What follows belongs to an exercise in optimizing a design on an open flow for small area; a production flow would make more cautious choices.
Only simulation tests tie the RTL to the original design; equivalence was not proved.
No activity file was given, so power comes from the tool's default toggle rates.

`design/flow/config.mk`:
```
export PLATFORM = sky130hd
export DESIGN_NAME = regfile_param
export DESIGN_NICKNAME = regfile_param
export VERILOG_FILES = /design/flow/design.v
export SDC_FILE = /design/flow/constraint.sdc
export NUM_CORES = 4
export LEC_CHECK = 0
export CAP_MARGIN = 20
export CORE_MARGIN = 2
export CORE_UTILIZATION = 40
export SLEW_MARGIN = 20
```
`design/flow/constraint.sdc`:
```
create_clock -name core_clock -period 7.0 [get_ports {clock}]
set_input_delay 1.4000 -clock core_clock [delete_from_list [all_inputs] [get_ports {clock}]]
set_output_delay 1.4000 -clock core_clock [all_outputs]
set_load 0.01 [all_outputs]
```
`design/flow/design.v`:
```
module regfile_param #(
  parameter int unsigned DATA_W   = 32,
  parameter int unsigned ADDR_W   = 5,
  parameter bit          ZERO_REG = 1'b1,
  parameter bit          BYPASS   = 1'b1,
  parameter bit          READ_REG = 1'b0
) (
  input  logic              clock,
  input  logic              ctrl_reset,
  input  logic              ctrl_writeEnable,
  input  logic [ADDR_W-1:0] ctrl_writeReg,
  input  logic [DATA_W-1:0] data_writeReg,
  input  logic [ADDR_W-1:0] ctrl_readRegA,
  input  logic [ADDR_W-1:0] ctrl_readRegB,
  input  logic              ctrl_clear,
  output logic [DATA_W-1:0] data_readRegA,
  output logic [DATA_W-1:0] data_readRegB,
  output logic              status_busy,
  output logic              status_writeDropped
);
  localparam int unsigned DEPTH = 1 << ADDR_W;
  localparam logic [0:0] ST_IDLE  = 1'b0;
  localparam logic [0:0] ST_CLEAR = 1'b1;
  localparam logic [ADDR_W-1:0] PTR_FIRST = ZERO_REG ? ADDR_W'(1) : ADDR_W'(0);
  localparam logic [ADDR_W-1:0] PTR_LAST  = ADDR_W'(DEPTH - 1);
  logic [DATA_W-1:0] r_mem [DEPTH];
  logic [0:0]        r_state;
  logic [0:0]        w_state_nxt;
  logic [ADDR_W-1:0] r_ptr;
  logic [ADDR_W-1:0] w_ptr_nxt;
  logic              r_dropped;
  logic              w_busy;
  logic              w_wr_acc;
  logic              w_wr_en;
  logic [DATA_W-1:0] w_rd_a;
  logic [DATA_W-1:0] w_rd_b;
  assign w_busy   = (r_state == ST_CLEAR);
  assign w_wr_acc = ctrl_writeEnable && !w_busy && !ctrl_reset;
  assign w_wr_en  = w_wr_acc && !(ZERO_REG && (ctrl_writeReg == '0));
  always_ff @(posedge clock) begin
    if (ctrl_reset) begin
      r_state <= ST_IDLE;
      r_ptr   <= '0;
    end else begin
      r_state <= w_state_nxt;
      r_ptr   <= w_ptr_nxt;
    end
  end
  always_comb begin
    w_state_nxt = r_state;
    w_ptr_nxt   = r_ptr;
    case (r_state)
      ST_IDLE: begin
        if (ctrl_clear) begin
          w_state_nxt = ST_CLEAR;
          w_ptr_nxt   = PTR_FIRST;
        end
      end
      ST_CLEAR: begin
        w_ptr_nxt = r_ptr + ADDR_W'(1);
        if (r_ptr == PTR_LAST) begin
          w_state_nxt = ST_IDLE;
        end
      end
      default: begin
        w_state_nxt = ST_IDLE;
      end
    endcase
  end
  always_ff @(posedge clock) begin
    if (ctrl_reset) begin
      for (int i = 0; i < DEPTH; i++) begin
        r_mem[i] <= '0;
      end
    end else begin
      if (w_wr_en) begin
        r_mem[ctrl_writeReg] <= data_writeReg;
      end
      if (w_busy) begin
        r_mem[r_ptr] <= '0;
      end
    end
  end
  always_ff @(posedge clock) begin
    if (ctrl_reset) begin
      r_dropped <= 1'b0;
    end else begin
      r_dropped <= ctrl_writeEnable && w_busy;
    end
  end
  always_comb begin
    w_rd_a = r_mem[ctrl_readRegA];
    if (BYPASS && w_wr_en && (ctrl_readRegA == ctrl_writeReg)) begin
      w_rd_a = data_writeReg;
    end
    if (ZERO_REG && (ctrl_readRegA == '0)) begin
      w_rd_a = '0;
    end
  end
  always_comb begin
    w_rd_b = r_mem[ctrl_readRegB];
    if (BYPASS && w_wr_en && (ctrl_readRegB == ctrl_writeReg)) begin
      w_rd_b = data_writeReg;
    end
    if (ZERO_REG && (ctrl_readRegB == '0)) begin
      w_rd_b = '0;
    end
  end
  generate
    if (READ_REG) begin : g_rd_reg
      logic [DATA_W-1:0] r_rd_a;
      logic [DATA_W-1:0] r_rd_b;
      always_ff @(posedge clock) begin
        if (ctrl_reset) begin
          r_rd_a <= '0;
          r_rd_b <= '0;
        end else begin
          r_rd_a <= w_rd_a;
          r_rd_b <= w_rd_b;
        end
      end
      assign data_readRegA = r_rd_a;
      assign data_readRegB = r_rd_b;
    end else begin : g_rd_comb
      assign data_readRegA = w_rd_a;
      assign data_readRegB = w_rd_b;
    end
  endgenerate
  assign status_busy         = w_busy;
  assign status_writeDropped = r_dropped;
endmodule
```
`design/flow/run.sh`:
```
#!/bin/bash
# synth_recipe.tcl (not shown) runs the flow's synth.tcl, then flattens the netlist and writes it again
# the make line also repeats each setting of config.mk as NAME=value (left out here)
make -C /OpenROAD-flow-scripts/flow DESIGN_CONFIG=/design/flow/config.mk WORK_HOME=/design/flow/orfs CLKGATE_MAP_FILE= SYNTH_SCRIPT=/design/flow/synth_recipe.tcl finish
```
==> flow_summary.toml <==
[clocking]
post-cts-setup-buffer-count = 0
cts_hold_buf = 0
clk_pin_slew_worst_paths_ns = 0.06
ctsResizeCount = 0
h-tree-depth = 3
cts.sinks = 1031
clkLatencyLatePin_ns = 0.74
tritoncts = "yes"
cts_buffers = 108
root_buffer = "clkbuf_16"
clockBufferDepth = 3

[worst_setup_path]
start_kind = "input pin"
cp-end-kind = "output pin"
r2r-start = "r_state"
rr_endpoint = "r_mem[24][11]"
critPathKind = "in2out"
critPathRequiredTime_ns = 5.60
cp_slowest_cell = "clkdlybuf4s50_1"
crit_cells = 8
setup.worst_path.start = "ctrl_writeReg[4]"
path_common_cell = "clkdlybuf4s50_1"
path_buf_inv = 3
cp_max_fo = 24
slowest_delay_ns = 0.68
cp_cell_sequence = "clkdlybuf4s50_1, or4_4, o21ai_4, or4_2, buf_4, nor2_1, a31oi_1, clkdlybuf4s50_1"
crit_family = "buffers and inverters"
crit_arrival_ns = 5.16
reg2reg_slack_ns = 2.67
crit_path_end = "data_readRegA[20]"
worst-r2r-cell-count = 7

[global_routing]
grt_use_total_pct = 28.03
grt_pass1_vias = 37997
gr-total-overflow = 0
grt_max_degree = 70
antenna_found_initial = 11
grt_pass1_wl_mm = 279.3

[sta]
maxSlewViolCount = 0
period_share_pct = 93.70
tightest_slew_ns = 1.146
max_freq_mhz = 152.5
tns_ns = 0
relSlewSlack_pct = 23.59
period_minus_slack_ns = 6.559
fin_ws_ns = 0.4411
rsz0062_at_grt = "false"
finClkSkew_ns = 0.02875
final-hold-violation-count = 0
setup_violations = 0

[yosys]
netlist_area_um2 = 54560
yosys.cell_types.count = 82
yosysSeqAreaShare_pct = 56.62
yosysWarnings = 1
synth_ff_type = "edfxtp_1"
async_flop_share_pct = 0
synth_seq_cells = 1031
synth-edff-count = 1024
syn_inst = 4033
avgSynthCellArea_um2 = 13.53

[floorplan]
ioPinCount = 117
fp.dieW_um = 373.3
dieArea_um2 = 139400
die_y_um = 373.3
initial_core_util_pct = 40.27
row_count = 135
core_area_um2 = 135500

[routing]
firstDrtPassIters = 6
avgViaCountPerCell = 6.489
drt_first_iter_violations = 5695
vias = 38497
routed_wl_mm = 198.9
drc = 0
ant_nets = 0
wl_per_cell_um = 33.53

[job]
maxCapViolations = 0

[placed_design]
io_buffers = 116
hpwl_mm = 125.2
dpl_worst_slack_ns = 0.7174
gp_congestion = 0.9135

[finish]
area_delta_synth_final_pct = 11.66
finalNetCount = 4120
layout-drive-gt1-share_pct = 21.98

[power]
peakVddDrop_v = 0.0002109
p_leak_uw = 0.02139
p_per_area_nw_per_um2 = 241.6

[worst_hold_path]
hold_class = "reg2reg"
min_path_cells = 1

[run_status]
status = "finished clean"
-- per-layer routing --
layer	global-route usage (%)	wire, um
met1	37.54	75160
met2	42.03	87640
met3	8.368	25300
met4	12.90	10730
met5	0	103
-- cell type report --
type / count / area [um^2]
Antenna cell: 2 / 5.005
Multi-Input combinational cell: 2602 / 21600
Clock inverter: 59 / 419.2
Timing Repair Buffer: 317 / 2910
Tap cell: 1781 / 2228
Clock buffer: 134 / 2843
Sequential cell: 1031 / 30890
Inverter: 7 / 26.28
Fill cell: 12194 / 74550
-- worst min path at each step --
stage	start	endpoint
after floorplan	r_ptr[0]	r_ptr[0]
after global placement	r_ptr[2]	r_ptr[2]
after detailed placement	r_ptr[2]	r_ptr[2]
after CTS	r_ptr[2]	r_ptr[2]
after global routing	r_ptr[2]	r_ptr[2]
final	r_ptr[0]	r_ptr[0]
-- Yosys cell counts, types with 48 or more instances --
cell	number	share of area, %
buf_2	131	1.2
clkbuf_1	176	1.2
mux2i_1	288	5.3
a221oi_1	81	1.3
mux2_2	57	1.2
nor2_1	1113	7.7
nand2b_1	50	0.57
nand2_1	108	0.74
mux4_2	381	16
o21ai_0	48	0.44
a211oi_1	52	0.72
edfxtp_1	1024	56
buf_6	49	1.0
-- registers in the layout (all words and copies together), names as in the netlist --
signal and count:
r_mem 1024, r_ptr 5, r_dropped 1, r_state 1
-- stage by stage --
step,hold slack [ns],power (uW),area (um^2),util [%],instances
6_report,0.5640,14720,60920,44.97,5933
5_1_grt,0.6144,15040,60910,44.97,5931
4_1_cts,0.5588,14700,60900,44.96,5931
3_5_place_dp,0.5501,9259,57640,42.55,5738
3_3_place_gp,0.5410,9238,57570,42.50,5734
2_1_floorplan,0.5065,8410,54670,-,4064
-- cells by family (layout without fill, tap and decap cells) --
logic type / Yosys count / in the layout / share of synthesized area, %
other: 1 / 34 / 0.006873
muxes: 728 / 728 / 22.25
AOI/OAI and AO/OA: 424 / 424 / 5.857
DFF: 1031 / 1031 / 56.62
buffers and inverters: 431 / 517 / 4.428
adders and majority gates: 2 / 2 / 0.04586
xor gates and xnor gates: 11 / 11 / 0.1766
and+or+nand+nor: 1405 / 1405 / 10.62
-- placed cells by master (no fill, tap or decap), types with 7 or more instances in the layout --
master           instances
dfxtp_1                  7
mux4_2                 381
nor3_1                  41
o221ai_1                 9
nand2b_1                18
clkbuf_16              110
a211oi_2                11
mux2_2                  57
buf_4                  183
buf_12                  17
nand2_4                  7
o22ai_1                 46
nor3b_1                 18
a22oi_1                 26
a221oi_1                81
nand2_2                 35
mux2i_1                288
o21ai_0                 48
o31ai_1                  8
edfxtp_1              1024
conb_1                  32
nand2_1                 73
clkbuf_1                24
a31oi_1                 23
nor2_1                1111
a221o_1                 29
a211oi_1                52
nand2b_2                32
or2_2                    9
clkdlybuf4s50_1        106
clkinv_1                31
a21oi_1                 46
clkinv_2                15
nor2b_1                 13
xnor2_1                 10
-- report_power, final --
| group | leakage (uW) | switching, uW | internal [uW] |
|---|---|---|---|
| Clock | 0.00159 | 2490 | 3040 |
| Sequential | 0.0106 | 123 | 7030 |
| Combinational | 0.00918 | 1270 | 762 |
| Total | 0.0214 | 3890 | 10800 |

[port drivers added, routing unchanged]
Ports are ideal in the flow. The routed layout listed here was re-timed in OpenROAD.
Step 1 sets driving cells, clkbuf_16 on the clock port and buf_2 on the other inputs (assumed; they add their load-dependent delay and slew).
Step 2 adds t to the input delays and takes it off the output delays; t is the mean of the earliest and latest rising clock arrival at the registers after step 1. Input paths then give back, and output paths get back, about the clock's delay inside the block.
Slacks: no drivers / after step 1 / after step 2; pairs: no drivers / after step 1.
t, ns: 0.802
setup slack, ns: 0.441 / 0.419 / 0.419
worst setup path at the end: input to output
worst register clock-pin slew, ns: 0.07 / 0.07
cell pins on the clock port's net: 1
After both steps this run still meets setup and hold. For this run, drivers alone change the setup slack by -0.022 ns; drivers and shift together by -0.022 ns.
